What follows belongs to an exercise in optimizing a design on an open flow for small area and few clock cycles; a production flow would make more cautious choices. Function was checked by simulation only, so behaviour that the tests miss may differ from the original. Power and IR drop assume default switching activity.

Setup of v6:
==> module nearest_neighbour_downscaler, before the edit <==
module nearest_neighbour_downscaler #(
	parameter int OUT_SIZE = nnd_pkg::OUT_SIZE_DEF,
	parameter int MAX_SOURCE_DIM = nnd_pkg::MAX_SOURCE_DIM_DEF
) (
	input  logic                            clk,
	input  logic                            arst_n,
	input  logic                            cfg_valid,
	output logic                            cfg_ready,
	input  logic [nnd_pkg::CFG_IDX_W-1:0]   cfg_index,
	input  logic [nnd_pkg::DIM_W-1:0]       cfg_data,
	input  logic                            in_valid,
	output logic                            in_ready,
	input  logic [nnd_pkg::OP_W-1:0]        operation,
	input  logic [nnd_pkg::CH_W-1:0]        red_in,
	input  logic [nnd_pkg::CH_W-1:0]        green_in,
	input  logic [nnd_pkg::CH_W-1:0]        blue_in,
	input  logic [nnd_pkg::CH_W-1:0]        alpha_in,
	output logic                            out_valid,
	input  logic                            out_ready,
	output logic [nnd_pkg::CH_W-1:0]        red_out,
	output logic [nnd_pkg::CH_W-1:0]        green_out,
	output logic [nnd_pkg::CH_W-1:0]        blue_out,
	output logic [nnd_pkg::CH_W-1:0]        alpha_out,
	output logic [nnd_pkg::OY_W-1:0]        out_column,
	output logic [nnd_pkg::OY_W-1:0]        out_line,
	output logic                            row_last,
	output logic                            replay_pending,
	output logic                            image_done
);
	logic [7:0] wn_q, hn_q, wm1, hm1;
	logic [7:0] cfg_vm1;
	logic big;
	logic [7:0] col_q, g_q;
	logic fin;
	logic [5:0] orow_q;
	logic [8:0] e_q;
	logic fresh_q;
	logic e_act_q;
	logic [5:0] ox_q;
	logic op_push, op_rep, op_rst;
	logic col_last, emit_row, sampled, rep_ok, rep_may, dead;
	logic xfer, ox_last, pop, e_end, act_free, stall, acc;
	logic do_push, do_we, do_emit, do_rst;
	logic [8:0] gw, gm, gd, eh, em, ed;
	logic ac;
	logic room, head_v, fpush, flush, recirc;
	logic [31:0] rdata, pdata;
	assign cfg_ready = 1'b1;
	nnd_ctrl u_cfg (
		.d   (cfg_data),
		.vm1 (cfg_vm1)
	);
	always_ff @(posedge clk or negedge arst_n) begin
		if (!arst_n) begin
			wn_q <= '0;
			hn_q <= '0;
		end else if (cfg_valid) begin
			if (cfg_index == 1'b0) begin
				wn_q <= ~cfg_vm1;
			end else begin
				hn_q <= ~cfg_vm1;
			end
		end
	end
	assign wm1 = ~wn_q;
	assign hm1 = ~hn_q;
	assign big = wm1 >= 8'd49;
	assign out_valid = e_act_q && head_v;
	assign xfer = out_valid && out_ready;
	assign ox_last = ox_q == 6'd49;
	assign gw = {1'b0, g_q} + {1'b0, wm1} + 9'd1;
	assign gm = (big && !sampled) ? {1'b0, g_q} : gw;
	assign gd = gm - 9'd50;
	assign ac = !gd[8];
	assign pop = xfer && (big || ac || ox_last);
	assign e_end = xfer && ox_last;
	assign act_free = !e_act_q || e_end;
	assign op_push = operation == nnd_pkg::OP_PUSH;
	assign op_rep = operation == nnd_pkg::OP_REPLAY;
	assign op_rst = operation == nnd_pkg::OP_RESTART;
	assign col_last = col_q == wm1;
	assign emit_row = !e_q[8] && e_q[7:0] < 8'd50;
	assign rep_may = e_q >= 9'd462;
	assign dead = e_q[8] && !rep_may;
	assign sampled = !big || g_q < 8'd50;
	assign rep_ok = !fin && col_q == 8'd0 && rep_may;
	assign fin = orow_q[5] && orow_q[4] && orow_q[1];
	always_comb begin
		stall = 1'b0;
		case (operation)
			nnd_pkg::OP_PUSH: stall = !fin && (rep_may && e_act_q ||
				emit_row && ((sampled && (!fresh_q ? e_act_q : !room)) || (col_last && !act_free)));
			nnd_pkg::OP_REPLAY: stall = rep_ok && !act_free;
			nnd_pkg::OP_RESTART: stall = e_act_q;
			default: stall = 1'b0;
		endcase
	end
	assign in_ready = !stall;
	assign acc = in_valid && !stall;
	assign do_push = acc && op_push && !fin;
	assign do_we = do_push && emit_row && sampled;
	assign do_emit = (do_push && col_last && emit_row) || (acc && op_rep && rep_ok);
	assign do_rst = acc && op_rst;
	assign eh = e_q + {1'b0, hm1} + 9'd1;
	assign em = emit_row ? eh : e_q;
	assign ed = em - 9'd50;
	always_ff @(posedge clk or negedge arst_n) begin
		if (!arst_n) begin
			col_q <= '0;
			orow_q <= '0;
			e_q <= '0;
		end else if (do_rst) begin
			col_q <= '0;
			orow_q <= '0;
			e_q <= '0;
		end else begin
			if (do_push) begin
				if (col_last) begin
					col_q <= '0;
					if (!emit_row && !dead) e_q <= ed;
				end else begin
					col_q <= col_q + 8'd1;
				end
			end
			if (do_emit) begin
				orow_q <= orow_q + 6'd1;
				e_q <= emit_row ? ed : eh;
			end
		end
	end
	always_ff @(posedge clk or negedge arst_n) begin
		if (!arst_n) g_q <= '0;
		else if (do_rst || (big ? do_push && col_last : do_emit)) g_q <= '0;
		else if (big ? do_push : xfer) g_q <= 8'((big || ac) ? gd : gm);
	end
	always_ff @(posedge clk or negedge arst_n) begin
		if (!arst_n) begin
			e_act_q <= 1'b0;
		end else if (do_emit) begin
			e_act_q <= 1'b1;
		end else if (e_end) begin
			e_act_q <= 1'b0;
		end
	end
	always_ff @(posedge clk) begin
		if (do_emit) ox_q <= '0;
		else if (xfer) ox_q <= ox_q + 6'd1;
	end
	always_ff @(posedge clk or negedge arst_n) begin
		if (!arst_n) begin
			fresh_q <= 1'b0;
		end else if (do_rst) begin
			fresh_q <= 1'b0;
		end else if (do_emit || flush) begin
			fresh_q <= 1'b1;
		end else if (e_end && rep_may) begin
			fresh_q <= 1'b0;
		end
	end
	assign flush = do_we && !fresh_q;
	assign recirc = pop && rep_may;
	assign fpush = do_we || recirc;
	assign pdata = ({32{do_we}} & {alpha_in, blue_in, green_in, red_in}) | ({32{recirc}} & rdata);
	nnd_dp u_store (
		.clk    (clk),
		.push   (fpush),
		.pdata  (pdata),
		.pop    (pop),
		.flush  (flush),
		.room   (room),
		.head_v (head_v),
		.head   (rdata)
	);
	assign red_out = rdata[7:0];
	assign green_out = rdata[15:8];
	assign blue_out = rdata[23:16];
	assign alpha_out = rdata[31:24];
	assign out_column = ox_q;
	assign out_line = orow_q - 6'd1;
	assign row_last = ox_last;
	assign replay_pending = !fin && rep_may;
	assign image_done = ox_last && fin;
endmodule
export LEC_CHECK = 0
export CAP_MARGIN = 0
export CORE_MARGIN = 2
export CORE_UTILIZATION = 60
export SLEW_MARGIN = 0
export SYNTH_MEMORY_MAX_BITS = 16384
create_clock -name core_clock -period 10.0 [get_ports {clk}]
standard.sh (not shown) runs the stock make flow with config.mk's settings and CLKGATE_MAP_FILE= SYNTH_SCRIPT=/design/flow/synth_recipe.tcl, a recipe that flattens the netlist after the stock synthesis.
==> flow/flow/run.sh <==
#!/bin/bash
# Standard layout with two changes: the port buffers are buf_1 cells, and clock tree
# synthesis uses clkbuf_8 clusters of at most 20 sinks without dummy loads.
set -euo pipefail
export BUFFER_PORTS_ARGS="-buffer_cell sky130_fd_sc_hd__buf_1"
export CTS_ARGS="-sink_clustering_enable -repair_clock_nets -sink_clustering_size 20 -sink_clustering_max_diameter 60 -buf_list sky130_fd_sc_hd__clkbuf_8 -dont_use_dummy_load"
bash standard.sh > standard.log 2>&1
Testbench counts of v6, summed over its fixed seeds: cycles 685,379.
For v7, these inputs were changed with respect to v6:
--- a/flow/design.v
+++ b/flow/design.v
@@ -87,20 +87,20 @@
 	output logic                            image_done
 );
 	logic [7:0] wn_q, hn_q, wm1, hm1;
 	logic [7:0] cfg_vm1;
 	logic big;
 	logic [7:0] col_q, g_q;
-	logic fin;
+	logic fin_q;
 	logic [5:0] orow_q;
 	logic [8:0] e_q;
 	logic fresh_q;
 	logic e_act_q;
 	logic [5:0] ox_q;
 	logic op_push, op_rep, op_rst;
-	logic col_last, emit_row, sampled, rep_ok, rep_may, dead;
+	logic col_last, emit_row, sampled, rep_ok, last_oy, rep_may, dead;
 	logic xfer, ox_last, pop, e_end, act_free, stall, acc;
 	logic do_push, do_we, do_emit, do_rst;
 	logic [8:0] gw, gm, gd, eh, em, ed;
 	logic ac;
 	logic room, head_v, fpush, flush, recirc;
 	logic [31:0] rdata, pdata;
@@ -139,54 +139,60 @@
 	assign op_rst = operation == nnd_pkg::OP_RESTART;
 	assign col_last = col_q == wm1;
 	assign emit_row = !e_q[8] && e_q[7:0] < 8'd50;
 	assign rep_may = e_q >= 9'd462;
 	assign dead = e_q[8] && !rep_may;
 	assign sampled = !big || g_q < 8'd50;
-	assign rep_ok = !fin && col_q == 8'd0 && rep_may;
-	assign fin = orow_q[5] && orow_q[4] && orow_q[1];
+	assign rep_ok = !fin_q && col_q == 8'd0 && rep_may;
+	assign last_oy = orow_q == 6'd49;
 	always_comb begin
 		stall = 1'b0;
 		case (operation)
-			nnd_pkg::OP_PUSH: stall = !fin && (rep_may && e_act_q ||
+			nnd_pkg::OP_PUSH: stall = !fin_q && (rep_may && e_act_q ||
 				emit_row && ((sampled && (!fresh_q ? e_act_q : !room)) || (col_last && !act_free)));
 			nnd_pkg::OP_REPLAY: stall = rep_ok && !act_free;
 			nnd_pkg::OP_RESTART: stall = e_act_q;
 			default: stall = 1'b0;
 		endcase
 	end
 	assign in_ready = !stall;
 	assign acc = in_valid && !stall;
-	assign do_push = acc && op_push && !fin;
+	assign do_push = acc && op_push && !fin_q;
 	assign do_we = do_push && emit_row && sampled;
 	assign do_emit = (do_push && col_last && emit_row) || (acc && op_rep && rep_ok);
 	assign do_rst = acc && op_rst;
 	assign eh = e_q + {1'b0, hm1} + 9'd1;
 	assign em = emit_row ? eh : e_q;
 	assign ed = em - 9'd50;
 	always_ff @(posedge clk or negedge arst_n) begin
 		if (!arst_n) begin
 			col_q <= '0;
+			fin_q <= 1'b0;
 			orow_q <= '0;
 			e_q <= '0;
 		end else if (do_rst) begin
 			col_q <= '0;
+			fin_q <= 1'b0;
 			orow_q <= '0;
 			e_q <= '0;
 		end else begin
 			if (do_push) begin
 				if (col_last) begin
 					col_q <= '0;
 					if (!emit_row && !dead) e_q <= ed;
 				end else begin
 					col_q <= col_q + 8'd1;
 				end
 			end
 			if (do_emit) begin
-				orow_q <= orow_q + 6'd1;
-				e_q <= emit_row ? ed : eh;
+				if (last_oy) begin
+					fin_q <= 1'b1;
+				end else begin
+					orow_q <= orow_q + 6'd1;
+					e_q <= emit_row ? ed : eh;
+				end
 			end
 		end
 	end
 	always_ff @(posedge clk or negedge arst_n) begin
 		if (!arst_n) g_q <= '0;
 		else if (do_rst || (big ? do_push && col_last : do_emit)) g_q <= '0;
@@ -205,18 +211,16 @@
 		if (do_emit) ox_q <= '0;
 		else if (xfer) ox_q <= ox_q + 6'd1;
 	end
 	always_ff @(posedge clk or negedge arst_n) begin
 		if (!arst_n) begin
 			fresh_q <= 1'b0;
-		end else if (do_rst) begin
+		end else if (do_rst || (e_end && rep_may)) begin
 			fresh_q <= 1'b0;
 		end else if (do_emit || flush) begin
 			fresh_q <= 1'b1;
-		end else if (e_end && rep_may) begin
-			fresh_q <= 1'b0;
 		end
 	end
 	assign flush = do_we && !fresh_q;
 	assign recirc = pop && rep_may;
 	assign fpush = do_we || recirc;
 	assign pdata = ({32{do_we}} & {alpha_in, blue_in, green_in, red_in}) | ({32{recirc}} & rdata);
@@ -232,11 +236,11 @@
 	);
 	assign red_out = rdata[7:0];
 	assign green_out = rdata[15:8];
 	assign blue_out = rdata[23:16];
 	assign alpha_out = rdata[31:24];
 	assign out_column = ox_q;
-	assign out_line = orow_q - 6'd1;
+	assign out_line = fin_q ? 6'd49 : orow_q - 6'd1;
 	assign row_last = ox_last;
-	assign replay_pending = !fin && rep_may;
-	assign image_done = ox_last && fin;
+	assign replay_pending = !fin_q && rep_may;
+	assign image_done = ox_last && fin_q;
 endmodule
--- outcome ---
- v7: no failed stages, no open violations at the end
- v7 against v6: met3 layer wire length in the routed design moved up, multiplexer share of the synthesized area level.
- The power attributed to the clock group was comparable across v7 and v6.
- As far as fraction of cell area in non-clock buffers is concerned, v7 and v6 perform about the same.
- Taking v6 as the reference, in v7 clock network area share essentially unchanged, total length of routed wires increased about 3.4%, global-route usage increased 0.74 points.
- Going from v6 to v7, number of library cell types mapped by synthesis grew by a few percent.
- From v6 to v7 the numbers moved as follows: count of placed standard cells in the final layout, fillers left out up about 0.36%; placeable core area closely matched the old numbers.
- Summary of v7 over v6: worst setup slack after layout climbed 0.35 ns; flip-flop and latch count barely changed.
Testbench counts of v7, summed over its fixed seeds: cycles 685,379.

[separate check: timing with driven ports]
The flow's constraints put no driver on any port. The routed layouts listed below were extracted and timed again, unchanged, in two steps. Step 1 (the two cells are an assumption about what drives the block):
set clk [get_ports {clk}]
set_driving_cell -lib_cell sky130_fd_sc_hd__clkbuf_16 $clk
set_driving_cell -lib_cell sky130_fd_sc_hd__buf_2 [delete_from_list [all_inputs] $clk]
Step 2, shift: input delay + t, output delay - t, t = (earliest + latest rising clock arrival at the registers) / 2. This alone moves slack from input paths to output paths. Three values: no drivers, after step 1, after step 2; two values: the first two.
run | t, ns | setup slack, ns | hold slack, ns | worst setup path after step 2 | latest minus earliest clock arrival (ns)
v6 | 0.811 | 3.249 / 3.183 / 3.886 | 0.381 / 0.381 / 0.381 | input to output | 0.086 / 0.086
v7 | 0.820 | 3.596 / 3.534 / 3.977 | 0.369 / 0.369 / 0.369 | input to output | 0.086 / 0.085
After both steps setup and hold are still met in every run listed.
